Source: an optimization exercise on an open RTL-to-GDS flow (aim: small area, a short achievable clock period and few clock cycles). Production flows keep margins and buffers that such runs may drop.
Only simulation tests tie the RTL to the original design; equivalence was not proved.

===== flow/design.v =====
`timescale 1ns / 1ps
package itt_pkg;
	localparam int SLOTS    = 8;
	localparam int IDX_W    = (SLOTS > 1) ? $clog2(SLOTS) : 1;
	localparam int CNT_W    = $clog2(SLOTS + 1);
	localparam int TICK_W   = 32;
	localparam int PERIOD_W = 32;
	localparam int TPM_W    = 16;
	localparam int NEED_W   = PERIOD_W + TPM_W;
	localparam int TIDX_W   = 3;
	localparam int DATA_W   = 32;
	localparam int PADDR_W  = 3;
	localparam logic [PADDR_W-3:0] REG_TICKS_PER_MS = '0;
	localparam logic [TPM_W-1:0]   TPM_RESET        = 16'd1;
	localparam logic CMD_CREATE = 1'b0;
	localparam logic CMD_UPDATE = 1'b1;
endpackage
`timescale 1ns / 1ps
module itt_ram #(
	parameter int WIDTH = 32,
	parameter int DEPTH = 8
) (
	input  logic                                    clk,
	input  logic                                    we,
	input  logic [((DEPTH > 1) ? $clog2(DEPTH) : 1)-1:0] waddr,
	input  logic [WIDTH-1:0]                        wdata,
	input  logic [((DEPTH > 1) ? $clog2(DEPTH) : 1)-1:0] raddr,
	output logic [WIDTH-1:0]                        rdata
);
	logic [WIDTH-1:0] mem [DEPTH];
	always_ff @(posedge clk) begin
		if (we) begin
			mem[waddr] <= wdata;
		end
		rdata <= mem[raddr];
	end
endmodule
`timescale 1ns / 1ps
import itt_pkg::*;
module interval_task_timer_table (
	input  logic               clk,
	input  logic               arst_n,
	input  logic               item_valid,
	output logic               item_ready,
	input  logic               item_cmd,
	input  logic [TICK_W-1:0]  item_now_ticks,
	input  logic [PERIOD_W-1:0] item_period_ms,
	input  logic               item_periodic,
	output logic               result_valid,
	input  logic               result_ready,
	output logic [TIDX_W-1:0]  result_task_index,
	output logic               result_accepted,
	output logic               result_fired,
	output logic               result_last,
	input  logic               psel,
	input  logic               penable,
	input  logic               pwrite,
	input  logic [PADDR_W-1:0] paddr,
	input  logic [DATA_W-1:0]  pwdata,
	output logic [DATA_W-1:0]  prdata,
	output logic               pready
);
	typedef enum logic [1:0] {
		ST_IDLE,
		ST_SCAN,
		ST_EMIT,
		ST_RESP
	} state_t;
	state_t              state_q;
	logic [TPM_W-1:0]    tpm_q;
	logic [CNT_W-1:0]    count_q;
	logic [TICK_W-1:0]   now_q;
	logic [SLOTS-1:0]    active_q;
	logic [SLOTS-1:0]    fire_q;
	logic [CNT_W-1:0]    fire_cnt_q;
	logic [CNT_W-1:0]    rd_cnt_q;
	logic [CNT_W-1:0]    em_cnt_q;
	logic [IDX_W-1:0]    resp_idx_q;
	logic                resp_acc_q;
	logic                v_s1;
	logic [IDX_W-1:0]    idx_s1;
	logic                v_s2;
	logic [IDX_W-1:0]    idx_s2;
	logic [NEED_W-1:0]   need_s2;
	logic [TICK_W-1:0]   elapsed_s2;
	logic                periodic_s2;
	logic                out_valid_q;
	logic [TIDX_W-1:0]   out_index_q;
	logic                out_acc_q;
	logic                out_fired_q;
	logic                out_last_q;
	logic                accept;
	logic                is_create;
	logic                create_ok;
	logic [IDX_W-1:0]    slot_new;
	logic                rd_go;
	logic [IDX_W-1:0]    raddr;
	logic [TICK_W-1:0]   rd_start;
	logic [PERIOD_W:0]   rd_param;
	logic [NEED_W-1:0]   product;
	logic                hit;
	logic                scan_done;
	logic                out_free;
	logic [IDX_W-1:0]    em_idx;
	logic                em_bit;
	logic                start_we;
	logic [IDX_W-1:0]    start_waddr;
	logic [TICK_W-1:0]   start_wdata;
	logic                param_we;
	logic                cfg_wr;
	assign pready = 1'b1;
	assign cfg_wr = psel && penable && pwrite && paddr[PADDR_W-1:2] == REG_TICKS_PER_MS;
	assign prdata = (paddr[PADDR_W-1:2] == REG_TICKS_PER_MS) ?
		{{(DATA_W-TPM_W){1'b0}}, tpm_q} : '0;
	assign item_ready = state_q == ST_IDLE;
	assign accept     = item_valid && item_ready;
	assign is_create  = item_cmd == CMD_CREATE;
	assign create_ok  = count_q < CNT_W'(SLOTS);
	assign slot_new   = count_q[IDX_W-1:0];
	assign rd_go   = state_q == ST_SCAN && rd_cnt_q < count_q;
	assign raddr   = rd_cnt_q[IDX_W-1:0];
	assign product = rd_param[PERIOD_W-1:0] * tpm_q;
	assign hit     = v_s2 && active_q[idx_s2] &&
		{{TPM_W{1'b0}}, elapsed_s2} >= need_s2;
	assign scan_done = state_q == ST_SCAN && !rd_go && !v_s1 && !v_s2;
	assign out_free = !out_valid_q || result_ready;
	assign em_idx   = em_cnt_q[IDX_W-1:0];
	assign em_bit   = fire_q[em_idx];
	assign param_we = accept && is_create && create_ok;
	always_comb begin
		if (hit && periodic_s2) begin
			start_we    = 1'b1;
			start_waddr = idx_s2;
			start_wdata = now_q;
		end else begin
			start_we    = param_we;
			start_waddr = slot_new;
			start_wdata = item_now_ticks;
		end
	end
	itt_ram #(
		.WIDTH(TICK_W),
		.DEPTH(SLOTS)
	) u_start_ram (
		.clk  (clk),
		.we   (start_we),
		.waddr(start_waddr),
		.wdata(start_wdata),
		.raddr(raddr),
		.rdata(rd_start)
	);
	itt_ram #(
		.WIDTH(PERIOD_W + 1),
		.DEPTH(SLOTS)
	) u_param_ram (
		.clk  (clk),
		.we   (param_we),
		.waddr(slot_new),
		.wdata({item_periodic, item_period_ms}),
		.raddr(raddr),
		.rdata(rd_param)
	);
	always_ff @(posedge clk or negedge arst_n) begin
		if (!arst_n) begin
			state_q     <= ST_IDLE;
			tpm_q       <= TPM_RESET;
			count_q     <= '0;
			now_q       <= '0;
			active_q    <= '0;
			fire_q      <= '0;
			fire_cnt_q  <= '0;
			rd_cnt_q    <= '0;
			em_cnt_q    <= '0;
			resp_idx_q  <= '0;
			resp_acc_q  <= 1'b0;
			v_s1        <= 1'b0;
			idx_s1      <= '0;
			v_s2        <= 1'b0;
			idx_s2      <= '0;
			need_s2     <= '0;
			elapsed_s2  <= '0;
			periodic_s2 <= 1'b0;
			out_valid_q <= 1'b0;
			out_index_q <= '0;
			out_acc_q   <= 1'b0;
			out_fired_q <= 1'b0;
			out_last_q  <= 1'b0;
		end else begin
			if (cfg_wr) begin
				tpm_q <= pwdata[TPM_W-1:0];
			end
			if (out_valid_q && result_ready) begin
				out_valid_q <= 1'b0;
			end
			v_s1        <= rd_go;
			idx_s1      <= raddr;
			v_s2        <= v_s1;
			idx_s2      <= idx_s1;
			need_s2     <= product;
			elapsed_s2  <= now_q - rd_start;
			periodic_s2 <= rd_param[PERIOD_W];
			if (hit) begin
				fire_q[idx_s2] <= 1'b1;
				fire_cnt_q     <= fire_cnt_q + 1'b1;
				if (!periodic_s2) begin
					active_q[idx_s2] <= 1'b0;
				end
			end
			case (state_q)
				ST_IDLE: begin
					if (accept) begin
						now_q <= item_now_ticks;
						if (is_create) begin
							if (create_ok) begin
								active_q[slot_new] <= 1'b1;
								count_q            <= count_q + 1'b1;
								resp_idx_q         <= slot_new;
								resp_acc_q         <= 1'b1;
							end else begin
								resp_idx_q <= '0;
								resp_acc_q <= 1'b0;
							end
							state_q <= ST_RESP;
						end else begin
							rd_cnt_q   <= '0;
							fire_q     <= '0;
							fire_cnt_q <= '0;
							state_q    <= ST_SCAN;
						end
					end
				end
				ST_SCAN: begin
					if (rd_go) begin
						rd_cnt_q <= rd_cnt_q + 1'b1;
					end
					if (scan_done) begin
						if (fire_cnt_q == '0) begin
							resp_idx_q <= '0;
							resp_acc_q <= 1'b0;
							state_q    <= ST_RESP;
						end else begin
							em_cnt_q <= '0;
							state_q  <= ST_EMIT;
						end
					end
				end
				ST_EMIT: begin
					if (!em_bit) begin
						em_cnt_q <= em_cnt_q + 1'b1;
					end else if (out_free) begin
						out_valid_q <= 1'b1;
						out_index_q <= TIDX_W'(em_idx);
						out_acc_q   <= 1'b0;
						out_fired_q <= 1'b1;
						out_last_q  <= fire_cnt_q == CNT_W'(1);
						fire_cnt_q  <= fire_cnt_q - 1'b1;
						em_cnt_q    <= em_cnt_q + 1'b1;
						if (fire_cnt_q == CNT_W'(1)) begin
							state_q <= ST_IDLE;
						end
					end
				end
				ST_RESP: begin
					if (out_free) begin
						out_valid_q <= 1'b1;
						out_index_q <= TIDX_W'(resp_idx_q);
						out_acc_q   <= resp_acc_q;
						out_fired_q <= 1'b0;
						out_last_q  <= 1'b1;
						state_q     <= ST_IDLE;
					end
				end
				default: begin
					state_q <= ST_IDLE;
				end
			endcase
		end
	end
	assign result_valid      = out_valid_q;
	assign result_task_index = out_index_q;
	assign result_accepted   = out_acc_q;
	assign result_fired      = out_fired_q;
	assign result_last       = out_last_q;
endmodule

===== flow/run.sh =====
#!/bin/bash
# synth_recipe.tcl (not shown) runs the flow's synth.tcl, then flattens the netlist and writes it again
# the make line also repeats each setting of config.mk as NAME=value (left out here)
make -C /OpenROAD-flow-scripts/flow DESIGN_CONFIG=/design/flow/config.mk WORK_HOME=/design/flow/orfs CLKGATE_MAP_FILE= SYNTH_SCRIPT=/design/flow/synth_recipe.tcl finish

===== flow/config.mk =====
export PLATFORM = sky130hd
export DESIGN_NAME = interval_task_timer_table
export DESIGN_NICKNAME = interval_task_timer_table
export VERILOG_FILES = /design/flow/design.v
export SDC_FILE = /design/flow/constraint.sdc
export NUM_CORES = 4
export LEC_CHECK = 0
export CAP_MARGIN = 20
export CORE_MARGIN = 2
export CORE_UTILIZATION = 40
export SLEW_MARGIN = 20

===== flow/constraint.sdc =====
create_clock -name core_clock -period 8.0 [get_ports {clk}]
set_input_delay 1.6000 -clock core_clock [delete_from_list [all_inputs] [get_ports {clk}]]
set_output_delay 1.6000 -clock core_clock [all_outputs]
set_load 0.01 [all_outputs]

==> out/qor.csv <==
stage,metric,value,unit
layout,Final nets,4427,
setup_path,crit path capture type,flip-flop,
clock_network,H-tree depth,3,
detailed_routing,Final ANT Viol Nets,0,
clock_network,CTS max path bufs,3,
timing,crit share post-route,0.9069,
layout,n_diodes,0,
clock_network,later-pin clock latency in the skew report,0.69,ns
timing,max_slew headroom,0.2221,
die,CORE AREA,0.1157,mm²
clock_network,cts bufs inserted,86,
logic_synthesis,Avg Inst Size Synth,12.97,µm²
min_path,Min-Delay Path Class,reg -> reg,
grt,Global Route Usage Sum,0.1846,
logic_synthesis,ys flop type,edfxtp_1,
detailed_routing,DRT Pass-1 Iters,7,
timing,post-route setup TNS,0,ns
setup_path,worst-path fanout max,25,
outcome,status,no timing/DRC/antenna violations,
setup_path,Worst Path Arrival,7.77,ns
clock_network,CTS root buffer,clkbuf_16,
layout,Area Growth Syn to Fin,12.65,%
setup_path,Worst Setup Path Type,reg -> reg,
clock_network,CTS tree,built,
setup_path,Worst Setup Start Kind,flip-flop,
logic_synthesis,Post-synth EDFFs,520,
detailed_routing,drt via density,5.101,
logic_synthesis,sequential area share after synthesis,0.4611,
placement,worst slack at placement,0.9188,ns
die,row count,125,
placement,placed inst area,0.04951,mm²
clock_network,clock sink count,766,
timing,Fin. Hold Viols,0,
detailed_routing,drt drc,0,
run,Max Cap Viol,0,
logic_synthesis,Syn Inst Count,3586,
setup_path,Worst Reg-to-Reg Cells,19,
logic_synthesis,Syn. warnings,3,
grt,initial antenna violation count,3,
timing,max frequency,137.8,MHz
placement,DP HPWL,73.77,mm
detailed_routing,Avg WL per Cell,19.94,µm
die,Die ar.,0.1190,mm²
layout,share of cells above drive strength 1,0.1379,
timing,final slew viol count,0,
detailed_routing,Initial DRC Count,1885,
layout,Final Util,0.4527,
logic_synthesis,asr flop ratio synth,0.2363,
clock_network,"Reg clk slew, reported paths",0.06,ns
placement,GPL Wtd Cong,0.8614,
grt,grt total ovfl,0,
layout,cell area after layout,0.05239,mm²
timing,Slew @ Worst Pin,1.167,ns
die,Initial Util,0.4019,
timing,RSZ-0062 raised after global routing,false,
timing,clock skew,0.05874,ns
detailed_routing,via count,27010,
min_path,Worst Hold Depth,0,
placement,dpl cells,5137,
die,IO Count,149,
grt,first-pass GRT wire length,168.6,mm
clock_network,post-CTS setup buffer count,0,
setup_path,CP Data Required Time,8.52,ns
logic_synthesis,cell area after synthesis,0.04651,mm²
grt,largest net degree at the start of global routing,105,
timing,"Worst Setup Slack, final",0.7448,ns
logic_synthesis,synth unique cells,83,
detailed_routing,Routed WL,105.6,mm
placement,port bufs,113,
grt,vias in the first global route,29000,
timing,crit path time final,7.255,ns
die,Die H,345.0,µm
die,die span in x,345.0,µm
layout,post-route insts no fill,5294,
clock_network,cts hold-fix bufs,0,
timing,count of final setup violators,0,
clock_network,post-cts sizing count,0,
logic_synthesis,Seq cells post-synth,766,
timing,hold slack,0.3416,ns
==> layout by cell type (no fill, tap or decap), drive strengths merged, types with 6 or more instances in the layout <==
| cell | instances |
|---|---|
| inv | 533 |
| edfxtp | 520 |
| fa | 419 |
| nand2 | 384 |
| and2 | 218 |
| ha | 199 |
| dfrtp | 180 |
| mux2 | 147 |
| mux4 | 134 |
| clkbuf | 115 |
| clkdlybuf4s50 | 112 |
| a21oi | 89 |
| nor2 | 72 |
| buf | 71 |
| dfxtp | 65 |
| a21o | 59 |
| o21ai | 58 |
| xnor2 | 51 |
| clkinv | 30 |
| nor2b | 26 |
| nand3 | 26 |
| xor2 | 23 |
| nor3 | 23 |
| nand4 | 20 |
| conb | 17 |
| a31oi | 14 |
| a211oi | 14 |
| nand2b | 13 |
| o21a | 12 |
| o21bai | 10 |
| and3 | 10 |
| o211ai | 8 |
| o31ai | 8 |
| or2 | 7 |
| a32o | 6 |
| bufinv | 6 |
==> cell type report <==
| cell class | instances | area [µm²] |
|---|---|---|
| fillers | 10460 | 63340 |
| multi-input cells | 2133 | 22460 |
| inverters | 530 | 1989 |
| flip-flops and latches | 766 | 21460 |
| well taps | 1524 | 1907 |
| repair buffers | 184 | 1693 |
| clock inverters | 43 | 511.7 |
| clock buffers | 114 | 2370 |
==> cell families (layout without fill, tap and decap cells) <==
kind of cell / Yosys count / after routing / share of synthesized area
simple gates: 819 / 819 / 0.08523
fa+ha+maj: 618 / 618 / 0.2339
compound gates: 320 / 320 / 0.04557
buf+inv: 702 / 871 / 0.05875
mux: 285 / 285 / 0.1013
xor+xnor: 74 / 74 / 0.01394
flops: 766 / 766 / 0.4611
other cells: 2 / 17 / 0.0001615
==> worst paths after layout <==
path | start | to | slack, ns
max in group asynchronous | arst_n | rd_cnt_q[0] | 5.65
max | tpm_q[1] | need_s2[40] | 0.74
max reg2reg | tpm_q[1] | need_s2[40] | 0.74
min reg2reg | u_param_ram.rdata[32] | periodic_s2 | 0.34
min in group asynchronous | arst_n | need_s2[27] | 1.00
min | u_param_ram.rdata[32] | periodic_s2 | 0.34
==> sequential cells by signal, summed over array words and instances, names as in the netlist, 8 cells and up <==
register,cells
active_q,8
elapsed_s2,32
fire_q,8
need_s2,48
now_q,32
tpm_q,16
u_param_ram.mem,264
u_param_ram.rdata,33
u_start_ram.mem,256
u_start_ram.rdata,32
==> synth_stat cells (all sizes together) (4+ instances only) <==
cell	number	share of area
a211oi	14	0.0024
a21boi	5	0.00081
a21o	59	0.0095
a21oi	89	0.0096
a22o	4	0.00075
a311oi	5	0.0011
a31oi	14	0.0019
a32o	6	0.0013
and2	218	0.029
and3	10	0.0013
buf	47	0.0059
clkbuf	125	0.010
dfrtp	180	0.097
dfxtp	65	0.028
edfxtp	520	0.34
fa	419	0.18
ha	199	0.054
inv	530	0.043
mux2	147	0.036
mux2i	4	0.00086
mux4	134	0.065
nand2	384	0.031
nand2b	13	0.0017
nand3	26	0.0029
nand4	20	0.0027
nor2	72	0.0059
nor2b	26	0.0035
nor3	23	0.0027
nor4	5	0.00067
o211ai	8	0.0015
o21a	12	0.0019
o21ai	58	0.0063
o21bai	10	0.0016
o22ai	5	0.00081
o31ai	8	0.0014
or2	7	0.00094
or3	4	0.00054
xnor2	51	0.0096
xor2	23	0.0043
==> worst max-delay path, stage by stage, from the launching register on <==
cell and delay (ns):
dfrtp_1 1.11, nand2_1 0.22, fa_1 0.57, fa_1 0.50
fa_1 0.56, inv_1 0.06, fa_1 0.45, fa_1 0.52
inv_1 0.06, fa_1 0.48, inv_1 0.05, ha_1 0.41
nand4_1 0.26, or3_1 0.39, or2_2 0.29, o211ai_2 0.25
a41oi_2 0.22, o21ai_0 0.41, nand4b_1 0.14, o311ai_1 0.11
==> layer usage <==
| metal | vias up | global-route usage | part of all wire |
|---|---|---|---|
| met2 | 562 | 0.3122 | 0.49 |
| li1 | 12240 | - | - |
| met1 | 14060 | 0.2529 | 0.44 |
| met5 | - | 0 | 0.00012 |
| met3 | 139 | 0.02199 | 0.041 |
| met4 | 2 | 0.04897 | 0.023 |
Testbench counts, summed over its fixed seeds: cycles 40,770.

afterwards: timing with drivers on the ports:
The flow's constraints put no driver on any port. The routed layout listed below was extracted and timed again, unchanged, in two steps. Step 1 (the two cells are an assumption about what drives the block):
set clk [get_ports {clk}]
set_driving_cell -lib_cell sky130_fd_sc_hd__clkbuf_16 $clk
set_driving_cell -lib_cell sky130_fd_sc_hd__buf_2 [delete_from_list [all_inputs] $clk]
Step 2 moves the port delays by t, midway between the first and last clock arrival at a register: inputs arrive t later, outputs are due t later. That takes back most of the time a late clock gives input paths. Three values: ideal, step 1, step 2; two values: the first two.
t, ns: 0.722
slack for setup (ns): 0.745 / 0.745 / 0.745
hold WS [ns]: 0.342 / 0.342 / 0.342
worst data-port slew with drivers (ns): 0.13
After both steps setup and hold are still met in this run. For this run, drivers alone change the setup slack by 0.000 ns; drivers and shift together by 0.000 ns.
